What follows belongs to an exercise in optimizing a design on an open flow for small area, a short achievable clock period and few clock cycles per item; a production flow would make more cautious choices.
Where RTL was checked, it was by simulation tests only, not by an equivalence proof against the original.
Power is estimated from default activity; no workload was simulated.

==> v11: inputs <==
## incubator_setpoint_and_alarm_supervisor
module incubator_setpoint_and_alarm_supervisor #(
  parameter int MAX_DIGITS = 4
) (
  input  logic              clk,
  input  logic              rst_n,
  input  logic              in_valid,
  output logic              in_ready,
  input  logic [1:0]        in_opcode,
  input  logic [isas_pkg::TEMP_W-1:0] in_measured_temp,
  input  logic [3:0]        in_key_code,
  input  logic [isas_pkg::HOST_W-1:0] in_host_target,
  output logic              out_valid,
  input  logic              out_ready,
  output logic [1:0]        out_mode,
  output logic              out_buzzer_on,
  output logic [isas_pkg::TEMP_W-1:0] out_target_temp,
  output logic [isas_pkg::SECS_W-1:0] out_run_seconds,
  output logic              out_control_active,
  output logic              out_controller_reset,
  output logic              out_drive_stop,
  output logic [1:0]        out_host_reply,
  input  logic              cfg_psel,
  input  logic              cfg_penable,
  input  logic              cfg_pwrite,
  input  logic [isas_pkg::APB_AW-1:0] cfg_paddr,
  input  logic [isas_pkg::APB_DW-1:0] cfg_pwdata,
  output logic [isas_pkg::APB_DW-1:0] cfg_prdata,
  output logic              cfg_pready
);
  localparam int BST_W = 12;    
  isas_pkg::cfg_regs_t cfg;
  logic              s1_v;
  logic [1:0]        s1_op;
  logic [TEMP_W-1:0] s1_data;
  logic              s1_ok;
  logic              h_ok;
  logic [TEMP_W-1:0] t_eff;
  logic [TEMP_W:0]   i_mt, i_tm;
  logic [TEMP_W-1:0] i_err;
  logic              s1_prep;
  logic              s1_kh, s1_ks, s1_kd;   
  logic              need_prep;
  logic [HOST_W-1:0] rng_val;
  logic              in_fire;
  logic              adv;
  logic [1:0]          mode_r,   mode_nxt;
  logic [TEMP_W-1:0]   target_r, target_nxt;
  logic [2:0]          count_r,  count_nxt;
  logic [13:0]         kv_r,     kv_nxt;
  logic [3:0]          div_step_r;
  logic [3:0]          div_rem_r;
  logic                div_start;
  ...
clock: 8.0 ns
lec_check: 0
cap_margin: 20
core_margin: 2
core_utilization: 60
setup_slack_margin: 4.6
slew_margin: 20
run.sh (not shown) runs the stock make flow with config.mk's settings and CLKGATE_MAP_FILE= SYNTH_SCRIPT=/design/flow/synth_recipe.tcl, a recipe that flattens the netlist after the stock synthesis.
==> v30 (differences from v11) <==
--- a/flow/design.v
+++ b/flow/design.v
@@ -105,31 +105,25 @@
         CFG_IDX_STUCK:   stuck_r   <= pwdata[CNT16_W-1:0];
         CFG_IDX_TICKMS:  tickms_r  <= pwdata[TICKMS_W-1:0];
         default: ;
       endcase
     end
   end
-  logic [CNT16_W-1:0] rd_sel;
-  logic [CNT16_W-1:0] rdata_r;
   always_comb begin
-    rd_sel = '0;
+    prdata = '0;
     unique case (idx)
-      CFG_IDX_BAND:    rd_sel = CNT16_W'(band_r);
-      CFG_IDX_MIN:     rd_sel = CNT16_W'(min_r);
-      CFG_IDX_MAX:     rd_sel = CNT16_W'(max_r);
-      CFG_IDX_DEFAULT: rd_sel = CNT16_W'(default_r);
-      CFG_IDX_STARTUP: rd_sel = startup_r;
-      CFG_IDX_STUCK:   rd_sel = stuck_r;
-      CFG_IDX_TICKMS:  rd_sel = CNT16_W'(tickms_r);
-      default:         rd_sel = '0;
+      CFG_IDX_BAND:    prdata = APB_DW'(band_r);
+      CFG_IDX_MIN:     prdata = APB_DW'(min_r);
+      CFG_IDX_MAX:     prdata = APB_DW'(max_r);
+      CFG_IDX_DEFAULT: prdata = APB_DW'(default_r);
+      CFG_IDX_STARTUP: prdata = APB_DW'(startup_r);
+      CFG_IDX_STUCK:   prdata = APB_DW'(stuck_r);
+      CFG_IDX_TICKMS:  prdata = APB_DW'(tickms_r);
+      default:         prdata = '0;
     endcase
   end
-  always_ff @(posedge clk) begin
-    rdata_r <= rd_sel;
-  end
-  assign prdata = APB_DW'(rdata_r);
   assign cfg.alarm_band     = band_r;
   assign cfg.min_target     = min_r;
   assign cfg.max_target     = max_r;
   assign cfg.default_target = pwdata[TEMP_W-1:0];
   assign cfg.startup_ticks  = startup_r;
   assign cfg.stuck_ticks    = stuck_r;
@@ -174,13 +168,13 @@
   logic              s1_ok;
   logic              h_ok;
   logic [TEMP_W-1:0] t_eff;
   logic [TEMP_W:0]   i_mt, i_tm;
   logic [TEMP_W-1:0] i_err;
   logic              s1_prep;
-  logic              s1_kh, s1_ks, s1_kd;   
+  logic              s1_is_hash;
   logic              need_prep;
   logic [HOST_W-1:0] rng_val;
   logic              in_fire;
   logic              adv;
   logic [1:0]          mode_r,   mode_nxt;
   logic [TEMP_W-1:0]   target_r, target_nxt;
@@ -210,17 +204,19 @@
     .paddr   (cfg_paddr),
     .pwdata  (cfg_pwdata),
     .prdata  (cfg_prdata),
     .pready  (cfg_pready),
     .cfg     (cfg)
   );
-  assign busy      = (div_step_r != 4'd0);
-  assign need_prep = s1_v && s1_kh && !s1_prep && (mode_r == MODE_SET);
-  assign adv       = s1_v && !busy && !need_prep && (!out_valid_r || out_ready);
-  assign in_ready  = !s1_v || adv;
-  assign in_fire   = in_valid && in_ready;
+  assign busy        = (div_step_r != 4'd0);
+  assign adv         = s1_v && !busy && (!out_valid_r || out_ready);
+  assign s1_is_hash  = (s1_op == OP_KEY) && (s1_data[3:0] == KEY_HASH) && s1_v;
+  assign need_prep   = s1_is_hash && (mode_r == MODE_SET) && !s1_prep;
+  assign adv         = s1_v && !busy && !need_prep && (!out_valid_r || out_ready);
+  assign in_ready    = !s1_v || adv;
+  assign in_fire  = in_valid && in_ready;
   assign rng_val = need_prep ? HOST_W'(kval) : in_host_target;
   assign h_ok = ($signed(rng_val) >= $signed(cfg.min_target)) &&
                 ($signed(rng_val) <= $signed(cfg.max_target));
   assign t_eff = (s1_v && s1_ok) ? s1_data : target_r;
   assign i_mt  = {in_measured_temp[TEMP_W-1], in_measured_temp} - {t_eff[TEMP_W-1], t_eff};
   assign i_tm  = {t_eff[TEMP_W-1], t_eff} - {in_measured_temp[TEMP_W-1], in_measured_temp};
@@ -240,15 +236,12 @@
       s1_ok   <= h_ok && (count_r != 3'd0);
       s1_data <= kval[TEMP_W-1:0];
     end else if (in_fire) begin
       s1_op   <= in_opcode;
       s1_ok   <= h_ok && (in_opcode == OP_HOST_SET);
       s1_prep <= 1'b0;
-      s1_kh   <= (in_opcode == OP_KEY) && (in_key_code == KEY_HASH);
-      s1_ks   <= (in_opcode == OP_KEY) && (in_key_code == KEY_STAR);
-      s1_kd   <= (in_opcode == OP_KEY) && (in_key_code <= KEY_DIGIT_MAX);
       if (in_opcode[1]) begin
         s1_data <= in_host_target[TEMP_W-1:0];
       end else if (in_opcode[0]) begin
         s1_data <= {8'd0, in_key_code};
       end else begin
         s1_data <= i_err;
@@ -266,12 +259,13 @@
   logic [11:0]       ms_m1, ms_m2;
   logic [SECS_W-1:1] secs_hi_p1;
   logic [SECS_W-1:0] secs_p1, secs_p2;
   logic [3:0]        key;
   logic [13:0]       kval;
   logic [13:0]       kv_x10;
+  logic              k_hash, k_star, k_digit;
   assign run_like = (mode_r == MODE_RUN) || (mode_r == MODE_ALARM);
   assign err = s1_data;
   assign blanking  = blank_r < cfg.startup_ticks;
   assign in_band   = err <= BST_W'(cfg.alarm_band);
   assign better    = (best_r == '0) || (err < best_r);
   assign nogain_p1 = {1'b0, nogain_r} + 17'd1;
@@ -279,15 +273,18 @@
   assign ms_sum = {1'b0, millis_r} + {1'b0, cfg.tick_ms};
   assign ms_m1  = {1'b0, ms_sum} - 12'd1000;
   assign ms_m2  = {1'b0, ms_sum} - 12'd2000;
   assign secs_hi_p1 = secs_r[SECS_W-1:1] + 31'd1;
   assign secs_p2    = {secs_hi_p1, secs_r[0]};
   assign secs_p1    = secs_r[0] ? {secs_hi_p1, 1'b0} : {secs_r[SECS_W-1:1], 1'b1};
-  assign key = s1_data[3:0];
+  assign key     = s1_data[3:0];
+  assign k_hash  = s1_prep || (key == KEY_HASH);
+  assign k_star  = !s1_prep && (key == KEY_STAR);
+  assign k_digit = !s1_prep && (key <= KEY_DIGIT_MAX);
   assign kv_x10 = (14'(kv_r[9:0]) << 3) + (14'(kv_r[9:0]) << 1) +
-                  14'(s1_kh ? 4'd0 : key);
+                  14'(need_prep ? 4'd0 : key);
   assign kval   = (count_r < 3'd3) ? kv_x10 : kv_r;
   always_comb begin
     mode_nxt   = mode_r;
     target_nxt = target_r;
     count_nxt  = count_r;
     kv_nxt     = kv_r;
@@ -341,24 +338,24 @@
           end else begin
             millis_nxt = ms_sum[9:0];
           end
         end
       end
       OP_KEY: begin
-        if (s1_ks) begin
+        if (k_star) begin
           if (mode_r == MODE_SET) begin
             if (count_r != 3'd0) begin
               count_nxt = count_r - 3'd1;
               div_start = 1'b1;
             end
           end else begin
             mode_nxt  = MODE_SET;
             count_nxt = 3'd0;
             kv_nxt    = '0;
           end
-        end else if (s1_kh) begin
+        end else if (k_hash) begin
           secs_nxt   = '0;
           millis_nxt = '0;
           if (mode_r == MODE_RUN) begin
             mode_nxt = MODE_IDLE;
             stop_nxt = 1'b1;
           end else begin
@@ -372,13 +369,13 @@
             mode_nxt   = MODE_RUN;
             blank_nxt  = '0;
             best_nxt   = '0;
             nogain_nxt = '0;
             buzzer_nxt = 1'b0;
           end
-        end else if (mode_r == MODE_SET && s1_kd &&
+        end else if (mode_r == MODE_SET && k_digit &&
                      count_r < 3'(MAX_DIGITS)) begin
           kv_nxt    = kv_x10;
           count_nxt = count_r + 3'd1;
         end
       end
       OP_HOST_SET: begin
--- a/flow/config.mk
+++ b/flow/config.mk
@@ -5,8 +5,8 @@
 export SDC_FILE = /design/flow/constraint.sdc
 export NUM_CORES = 4
 export LEC_CHECK = 0
 export CAP_MARGIN = 20
 export CORE_MARGIN = 2
 export CORE_UTILIZATION = 60
-export SETUP_SLACK_MARGIN = 4.6
+export SETUP_SLACK_MARGIN = 4
 export SLEW_MARGIN = 20
==> v33 (differences from v11) <==
--- a/flow/design.v
+++ b/flow/design.v
@@ -79,17 +79,21 @@
   logic [TEMP_W-1:0]   max_r;
   logic [TEMP_W-1:0]   default_r;
   logic [CNT16_W-1:0]  startup_r;
   logic [CNT16_W-1:0]  stuck_r;
   logic [TICKMS_W-1:0] tickms_r;
   logic                wr;
+  logic                load_r;
   logic [2:0]          idx;
   assign pready = 1'b1;
   assign wr     = psel && penable && pwrite;
   assign idx    = paddr[4:2];
   always_ff @(posedge clk) begin
+    load_r <= rst_n && wr && (idx == CFG_IDX_DEFAULT);
+  end
+  always_ff @(posedge clk) begin
     if (!rst_n) begin
       band_r    <= BAND_RST;
       min_r     <= MIN_RST;
       max_r     <= MAX_RST;
       default_r <= DEFAULT_RST;
       startup_r <= STARTUP_RST;
@@ -127,17 +131,17 @@
     rdata_r <= rd_sel;
   end
   assign prdata = APB_DW'(rdata_r);
   assign cfg.alarm_band     = band_r;
   assign cfg.min_target     = min_r;
   assign cfg.max_target     = max_r;
-  assign cfg.default_target = pwdata[TEMP_W-1:0];
+  assign cfg.default_target = default_r;
   assign cfg.startup_ticks  = startup_r;
   assign cfg.stuck_ticks    = stuck_r;
   assign cfg.tick_ms        = tickms_r;
-  assign cfg.load_default   = wr && (idx == CFG_IDX_DEFAULT);
+  assign cfg.load_default   = load_r;
 endmodule
 import isas_pkg::*;
 module incubator_setpoint_and_alarm_supervisor #(
   parameter int MAX_DIGITS = 4
 ) (
   input  logic              clk,
@@ -243,52 +247,59 @@
       s1_op   <= in_opcode;
       s1_ok   <= h_ok && (in_opcode == OP_HOST_SET);
       s1_prep <= 1'b0;
       s1_kh   <= (in_opcode == OP_KEY) && (in_key_code == KEY_HASH);
       s1_ks   <= (in_opcode == OP_KEY) && (in_key_code == KEY_STAR);
       s1_kd   <= (in_opcode == OP_KEY) && (in_key_code <= KEY_DIGIT_MAX);
-      if (in_opcode[1]) begin
+      if (in_opcode == OP_TICK) begin
+        s1_data <= i_err;
+      end else if (in_opcode[1]) begin
         s1_data <= in_host_target[TEMP_W-1:0];
-      end else if (in_opcode[0]) begin
-        s1_data <= {8'd0, in_key_code};
       end else begin
-        s1_data <= i_err;
+        s1_data <= {8'd0, in_key_code};
       end
     end
   end
   logic              run_like;
   logic [TEMP_W-1:0] err;
   logic              blanking;
   logic              in_band;
   logic              better;
   logic              stuck_inc;
   logic [16:0]       nogain_p1;
   logic [10:0]       ms_sum;
-  logic [11:0]       ms_m1, ms_m2;
+  logic              ms_c1, ms_c2;
+  logic [10:0]       ms_new;
+  logic [11:0]       ms_s1, ms_s2;
   logic [SECS_W-1:1] secs_hi_p1;
-  logic [SECS_W-1:0] secs_p1, secs_p2;
+  logic              secs_cy;
+  logic [SECS_W-1:0] secs_tick;
   logic [3:0]        key;
   logic [13:0]       kval;
   logic [13:0]       kv_x10;
+  logic [9:0]        kv10;      
   assign run_like = (mode_r == MODE_RUN) || (mode_r == MODE_ALARM);
   assign err = s1_data;
   assign blanking  = blank_r < cfg.startup_ticks;
   assign in_band   = err <= BST_W'(cfg.alarm_band);
   assign better    = (best_r == '0) || (err < best_r);
   assign nogain_p1 = {1'b0, nogain_r} + 17'd1;
   assign stuck_inc = nogain_p1 >= {1'b0, cfg.stuck_ticks};
   assign ms_sum = {1'b0, millis_r} + {1'b0, cfg.tick_ms};
-  assign ms_m1  = {1'b0, ms_sum} - 12'd1000;
-  assign ms_m2  = {1'b0, ms_sum} - 12'd2000;
+  assign ms_s1  = {2'b0, millis_r} + {2'b0, cfg.tick_ms} - 12'd1000;
+  assign ms_s2  = {2'b0, millis_r} + {2'b0, cfg.tick_ms} - 12'd2000;
+  assign ms_c1  = !ms_s1[11];
+  assign ms_c2  = !ms_s2[11];
+  assign ms_new = ms_c2 ? ms_s2[10:0] : ms_c1 ? ms_s1[10:0] : ms_sum;
   assign secs_hi_p1 = secs_r[SECS_W-1:1] + 31'd1;
-  assign secs_p2    = {secs_hi_p1, secs_r[0]};
-  assign secs_p1    = secs_r[0] ? {secs_hi_p1, 1'b0} : {secs_r[SECS_W-1:1], 1'b1};
+  assign secs_cy    = ms_c2 || (ms_c1 && secs_r[0]);
+  assign secs_tick  = {secs_cy ? secs_hi_p1 : secs_r[SECS_W-1:1], secs_r[0] ^ (ms_c1 && !ms_c2)};
   assign key = s1_data[3:0];
-  assign kv_x10 = (14'(kv_r[9:0]) << 3) + (14'(kv_r[9:0]) << 1) +
-                  14'(s1_kh ? 4'd0 : key);
-  assign kval   = (count_r < 3'd3) ? kv_x10 : kv_r;
+  assign kv_x10 = (14'(kv_r[9:0]) << 3) + (14'(kv_r[9:0]) << 1) + 14'(key);
+  assign kv10   = (10'(kv_r[6:0]) << 3) + (10'(kv_r[6:0]) << 1);
+  assign kval   = (count_r < 3'd3) ? 14'(kv10) : kv_r;
   always_comb begin
     mode_nxt   = mode_r;
     target_nxt = target_r;
     count_nxt  = count_r;
     kv_nxt     = kv_r;
     div_start  = 1'b0;
@@ -329,21 +340,14 @@
             end
             if (stuck_inc) begin
               mode_nxt   = MODE_ALARM;
               buzzer_nxt = 1'b1;
             end
           end
-          if (!ms_m2[11]) begin
-            millis_nxt = ms_m2[9:0];
-            secs_nxt   = secs_p2;
-          end else if (!ms_m1[11]) begin
-            millis_nxt = ms_m1[9:0];
-            secs_nxt   = secs_p1;
-          end else begin
-            millis_nxt = ms_sum[9:0];
-          end
+          millis_nxt = ms_new[9:0];
+          secs_nxt   = secs_tick;
         end
       end
       OP_KEY: begin
         if (s1_ks) begin
           if (mode_r == MODE_SET) begin
             if (count_r != 3'd0) begin
@@ -422,13 +426,13 @@
         nogain_r    <= nogain_nxt;
         buzzer_r    <= buzzer_nxt;
         millis_r    <= millis_nxt;
         secs_r      <= secs_nxt;
       end
       if (cfg.load_default) begin
-        target_r <= cfg.default_target;
+        target_r <= cfg.default_target;   
       end else if (adv) begin
         target_r <= target_nxt;
       end
       if (adv) begin
         out_valid_r <= 1'b1;
       end else if (out_ready) begin
==> flow/flow/run.sh (new file) <==
#!/bin/bash
# Own layout flow: the standard flow (standard.sh: the standard synthesis
# and ORFS steps, unchanged) with one ORFS setting passed through the
# environment: BUFFER_PORTS_ARGS makes every port buffer a
# sky130_fd_sc_hd__buf_1 cell instead of the default delay buffer
# (clkdlybuf4s50_1), which is larger and slower. Every input and output port
# is still buffered; the clock period and constraints are the standard flow's.
# The make/ORFS output goes to standard_flow.log; each ORFS step keeps its own
# log under orfs/logs/.
set -euo pipefail
export BUFFER_PORTS_ARGS="-buffer_cell sky130_fd_sc_hd__buf_1"
bash standard.sh > standard_flow.log 2>&1
==> flow/standard.sh (new file) <==
#!/bin/bash
# synth_recipe.tcl (not shown) runs the flow's synth.tcl, then flattens the netlist and writes it again
# the make line also repeats each setting of config.mk as NAME=value (left out here)
make -C /OpenROAD-flow-scripts/flow DESIGN_CONFIG=/design/flow/config.mk WORK_HOME=/design/flow/orfs CLKGATE_MAP_FILE= SYNTH_SCRIPT=/design/flow/synth_recipe.tcl "${@:-finish}"
--- a/flow/config.mk
+++ b/flow/config.mk
@@ -5,8 +5,8 @@
 export SDC_FILE = /design/flow/constraint.sdc
 export NUM_CORES = 4
 export LEC_CHECK = 0
 export CAP_MARGIN = 20
 export CORE_MARGIN = 2
 export CORE_UTILIZATION = 60
-export SETUP_SLACK_MARGIN = 4.6
+export SETUP_SLACK_MARGIN = 4.0
 export SLEW_MARGIN = 20
removed: flow/run.sh
==> metrics.md <==
| Metric | Value |
|---|---|
| Met2 Use GR | 54.2% |
| Non-filler instance count after layout | 2489 |
| Status | complete, no violations |
| Fmax | 193 MHz |
| Power Total | 3.02 mW |
| #FFs+latches synth | 236 |
| Multi-input gates | 1488 |
| Fin worst setup slack | 2820 ps |
the above is filed under v30

==> metrics.md <==
| Metric | Value |
|---|---|
| Status | complete, no violations |
| Non-filler instance count after layout | 2522 |
| Clk_buf instances | 37 |
| Power Total | 3.46 mW |
| Met2 Use GR | 54.5% |
| #FFs+latches synth | 255 |
| Fmax | 216 MHz |
| Internal power consumption | 2.41 mW |
the above is filed under v11

==> metrics.md <==
| Metric | Value |
|---|---|
| Routed Antenna Nets | 0 |
| Fmax | 249 MHz |
| Ys Warns | 2 |
| Fin worst setup slack | 3990 ps |
| Critical Path Slowest Stage Cell | fa_1 |
| Avg Cell Area, Syn | 8.37 um2 |
| Area of the multi-input gates | 10500 um2 |
| Status | complete, no violations |
| Max FFs per register | 32 |
| Power Total | 4.13 mW |
| Multi-input gates | 1508 |
| Met2 Use GR | 52.5% |
| FF+latch count | 256 |
| Non-filler instance count after layout | 2509 |
| Top Ports | 164 |
| Share of flip-flops with an asynchronous set or reset | 0% |
| Slew Limit Fails | 0 |
the above is filed under v33

Testbench counts of v33, summed over its fixed seeds: cycles 20,550, items 20,000.
No functional check of the RTL was part of v11 and v30.

re-timing with driven ports:
How much do the figures lean on ideal ports? The routed layouts below were timed once more, with nothing changed but the port constraints.
Step 1 assumes that a clkbuf_16 drives the clock port and a buf_2 every other input.
Step 2 moves the port delays by t, midway between the first and last clock arrival at a register: inputs arrive t later, outputs are due t later. That takes back most of the time a late clock gives input paths.
a / b / c = ideal ports / drivers / drivers and shift; a / b = the first two.
| run | shift t [ns] | slack for setup (ns) | hold slack, ns | worst register clock-pin slew, ns |
|---|---|---|---|---|
| v11 | 0.615 | 3.373 / 3.373 / 3.373 | 0.442 / 0.442 / 0.442 | 0.07 / 0.07 |
| v30 | 0.595 | 2.819 / 2.819 / 2.819 | 0.454 / 0.454 / 0.454 | 0.07 / 0.07 |
| v33 | 0.598 | 3.988 / 3.988 / 3.590 | 0.471 / 0.471 / 0.471 | 0.06 / 0.06 |
After both steps every run listed still meets setup and hold. The setup slack of v33, which loses most, moves by 0.000 ns with the drivers and by -0.398 ns with both steps.
